What follows belongs to an exercise in optimizing a design on an open flow for small area, a short achievable clock period and few clock cycles per item; a production flow would make more cautious choices.
At most, simulation tests tie the RTL to the original design; equivalence was not proved.
Power is estimated from default activity; no workload was simulated.

## matmul_engine
module matmul_engine #(
  parameter int N     = 6,
  parameter int A_W   = 8,
  parameter int B_W   = 8,
  parameter int K_MAX = 16,
  parameter int ACC_W = 20,
  parameter int OUT_W = 16
) (
  input  logic                            clk,
  input  logic                            rst,
  input  logic                            start,
  output logic                            start_ready,
  input  logic [$clog2(K_MAX+1)-1:0]      k_len,
  input  logic                            in_valid,
  output logic                            in_ready,
  input  logic [N-1:0][A_W-1:0]           in_a,
  input  logic [N-1:0][B_W-1:0]           in_b,
  output logic                            out_valid,
  input  logic                            out_ready,
  output logic [N-1:0][OUT_W-1:0]         out_row,
  output logic [$clog2(N)-1:0]            out_ridx,
  output logic                            busy,
  output logic                            done
);
Size in the first run: ~140,000 sq um of cells after synthesis.
==> module colout, before the edit <==
module colout #(
  parameter int N     = 6,
  parameter int ACC_W = 20,
  parameter int OUT_W = 16
) (
  input  logic                    clk,
  input  logic                    rst,
  input  logic [N-1:0]            sel_d,
  input  logic [N-1:0][ACC_W-1:0] s,
  input  logic [N-1:0][ACC_W-1:0] c,
  input  logic                    ld0,     
  input  logic                    from1,   
  input  logic                    ld1,     
  output logic [OUT_W-1:0]        q0
);
  localparam int CLO = pe_pol::CLO;
  logic [N-1:0][ACC_W-1:CLO] cx;
  logic [ACC_W-1:0]   ms, vs;
  logic [ACC_W-1:CLO] mc, vc;
  logic [14:0]      lo;
  logic             c15, ovf0, ovf1, sg0, sg1, h0, h1;
  logic [OUT_W-1:0] q1, y, d;
  rowsel #(.N(N), .W(ACC_W)) u_sels (.clk(clk), .rst(rst), .sel_d(sel_d), .x(s), .y(ms));
  rowsel #(.N(N), .W(ACC_W - CLO)) u_selc (.clk(clk), .rst(rst), .sel_d(sel_d), .x(cx), .y(mc));
  always_comb
    for (int i = 0; i < N; i++) cx[i] = c[i][ACC_W-1:CLO];
  assign vs = ms ^ pe_pol::SPOL;
  assign vc = mc ^ pe_pol::CPOL[ACC_W-1:CLO];
  colsum #(.CLO(CLO)) u_sum (
    .a(vs), .b(vc), .lo(lo), .c15(c15),
    .ovf0(ovf0), .ovf1(ovf1), .sg0(sg0), .sg1(sg1), .h0(h0), .h1(h1)
  );
  satsel u_sat (
    .lo(lo), .c15(c15), .ovf0(ovf0), .ovf1(ovf1), .sg0(sg0), .sg1(sg1),
    .h0(h0), .h1(h1), .q1(q1), .from1(from1), .y(y), .d(d)
  );
  always_ff @(posedge clk) begin
    if (ld0) q0 <= d;
    if (ld1) q1 <= y;
  end
endmodule
==> flow/config.mk <==
export PLATFORM = sky130hd
export DESIGN_NAME = matmul_engine
export DESIGN_NICKNAME = matmul_engine
export VERILOG_FILES = /design/flow/design.v
export SDC_FILE = /design/flow/constraint.sdc
export NUM_CORES = 4
export LEC_CHECK = 0
export CAP_MARGIN = 20
export CORE_MARGIN = 2
export CORE_UTILIZATION = 40
export CTS_CLUSTER_DIAMETER = 60
export CTS_CLUSTER_SIZE = 24
export SETUP_SLACK_MARGIN = 5
export SLEW_MARGIN = 20
export SYNTH_HIERARCHICAL = 1
==> flow/constraint.sdc <==
create_clock -name core_clock -period 10.0 [get_ports {clk}]
set_input_delay 2.0000 -clock core_clock [delete_from_list [all_inputs] [get_ports {clk}]]
set_output_delay 2.0000 -clock core_clock [all_outputs]
set_load 0.01 [all_outputs]
standard.sh (not shown) runs the stock make flow with config.mk's settings and CLKGATE_MAP_FILE= SYNTH_SCRIPT=/design/flow/synth_recipe.tcl, a recipe that flattens the netlist after the stock synthesis.
==> flow/flow/run.sh <==
#!/bin/bash
# Standard ORFS layout with three changes to how the layout is made:
#  - timing repair aims at a tighter period than the clock constraint (setup
#    margin), so the resizer works on every path longer than that target;
#  - the port buffers are sky130_fd_sc_hd__buf_4 cells (the standard flow
#    picks a delay cell), every input and output still gets its own buffer;
#  - the resizer may swap cells of a different footprint.
# Synthesis is the standard one, unchanged. Each step's log is in orfs/logs.
set -euo pipefail
MARGIN=${MARGIN:-6.3}
bash standard.sh synth > synth.log 2>&1
bash standard.sh SETUP_SLACK_MARGIN=$MARGIN MATCH_CELL_FOOTPRINT=0 \
  "BUFFER_PORTS_ARGS=-buffer_cell sky130_fd_sc_hd__buf_4" finish > layout.log 2>&1
Testbench counts at the start, summed over its fixed seeds: cycles 7,275, jobs 768.
Change:
--- a/flow/design.v
+++ b/flow/design.v
@@ -604,5 +604,5 @@
   logic [14:0]      lo;
   logic             c15, ovf0, ovf1, sg0, sg1, h0, h1;
-  logic [OUT_W-1:0] q1, y, d;
+  logic [OUT_W-1:0] q1, y, dsel, d;
   rowsel #(.N(N), .W(ACC_W)) u_sels (.clk(clk), .rst(rst), .sel_d(sel_d), .x(s), .y(ms));
   rowsel #(.N(N), .W(ACC_W - CLO)) u_selc (.clk(clk), .rst(rst), .sel_d(sel_d), .x(cx), .y(mc));
@@ -617,8 +617,9 @@
   satsel u_sat (
     .lo(lo), .c15(c15), .ovf0(ovf0), .ovf1(ovf1), .sg0(sg0), .sg1(sg1),
-    .h0(h0), .h1(h1), .q1(q1), .from1(from1), .y(y), .d(d)
+    .h0(h0), .h1(h1), .q1(q1), .from1(from1), .y(y), .d(dsel)
   );
+  hmux16 u_hold (.s(ld0), .a(dsel), .b(q0), .y(d));
   always_ff @(posedge clk) begin
-    if (ld0) q0 <= d;
+    q0 <= d;
     if (ld1) q1 <= y;
   end
@@ -711,4 +712,12 @@
   end
 endmodule
+module hmux16 (
+  input  logic        s,
+  input  logic [15:0] a,
+  input  logic [15:0] b,
+  output logic [15:0] y
+);
+  assign y = s ? a : b;
+endmodule
 module matmul_engine #(
   parameter int N     = 6,
Fmax hardly moves.
Wire length is higher by 2.3%.
Final area is higher by 1.7%.
Die area is higher by 0.38%.
Sequential power is about the same.
No functional check of the RTL was part of the second run of this note.

---

## P
matmul_engine, a different RTL version from the one above (not shown whole).
Size: roughly 13000 cells after synthesis, about 210 I/O pins, about 140000 um^2 of cells after synthesis.
clock: 10.0 ns
lec_check: 0
cap_margin: 20
core_margin: 2
core_utilization: 40
setup_slack_margin: 5
slew_margin: 20
synth_hierarchical: 1
Scripts as last shown in full above: flow/flow/run.sh
P: all stages complete, timing, DRC and antenna checks passed
What Q does differently from P at the input level:
-- flow/design.v --
<<< P, line 680
  logic [KW-1:0] cur_rem_n, pend_k_n;
  logic [3:0]    njobs_n;
  logic [N-1:0]          sv, sf, sl;         
  logic [A_W-1:0]        sa [N][N];          
>>> Q, line 680
  logic [KW-1:0] cur_rem_n, pend_k_n;
  logic [3:0]    njobs_n;
  logic          busy_n;
  logic [N-1:0]          sv, sf, sl;         
  logic [A_W-1:0]        sa [N][N];          
<<< P, line 738
    end
    njobs_n = njobs + {3'b0, st_fire} - {3'b0, pop & (ridx == RW'(N - 1))};
  end
  always_comb begin
>>> Q, line 739
    end
    njobs_n = njobs + {3'b0, st_fire} - {3'b0, pop & (ridx == RW'(N - 1))};
    busy_n  = st_fire | (njobs > 4'd1) |
              ((njobs == 4'd1) & ~(out_ready & q0v & (ridx == RW'(N - 1))));
  end
  always_comb begin
<<< P, line 793
      in_ready_q    <= cur_v_n & ~cur_z_n & ~frz_n[0];
      start_ready_q <= ~pend_v_n;
      busy_q        <= (njobs_n != '0);
    end
  end
>>> Q, line 796
      in_ready_q    <= cur_v_n & ~cur_z_n & ~frz_n[0];
      start_ready_q <= ~pend_v_n;
      busy_q        <= busy_n;
    end
  end
Notes after the runs:
- Q: all stages complete, timing, DRC and antenna checks passed
- | number of cells traversed by the worst hold path | P vs Q | ≈ equal |
- Compared Q against P; fmax within noise.
- [compare] base=P new=Q: final wirelength decreased by about 0.4% relative to the old numbers; per-cell routed wire length dropped about 0.3%; final area neither gained nor lost much; detailed-routing iteration count for the pre-antenna-repair pass has decreased.
- Between P and Q, the difference in sequential power is negligible.
- Going from P to Q, top fanout value on the critical path picked up an extra 1; die area flat.
No run of this note included a check of the RTL's function; only the layout flow was run.

-- what the ideal ports hide --
Ports are ideal in the flow. The routed layouts listed here were re-timed in OpenROAD.
Step 1: set_driving_cell puts a clkbuf_16 on clk and a buf_2 on each other input, an assumption about the parent block.
Step 2 adds t to the input delays and takes it off the output delays; t is the mean of the earliest and latest rising clock arrival at the registers after step 1. Input paths then give back, and output paths get back, about the clock's delay inside the block.
Three values: ideal, step 1, step 2; two values: the first two.
run	t, ns	setup WS [ns]	worst register clock-pin slew, ns
the first run of note 1	1.004	6.361 / 6.331 / 5.590	0.10 / 0.10
the second run of note 1	1.010	6.351 / 6.308 / 5.607	0.09 / 0.09
P	1.032	6.217 / 6.217 / 5.571	0.07 / 0.07
Q	1.044	6.209 / 6.209 / 5.444	0.07 / 0.07
After both steps setup and hold are still met in every run listed. For the first run of note 1, which loses most, drivers alone change the setup slack by -0.030 ns; drivers and shift together by -0.771 ns.
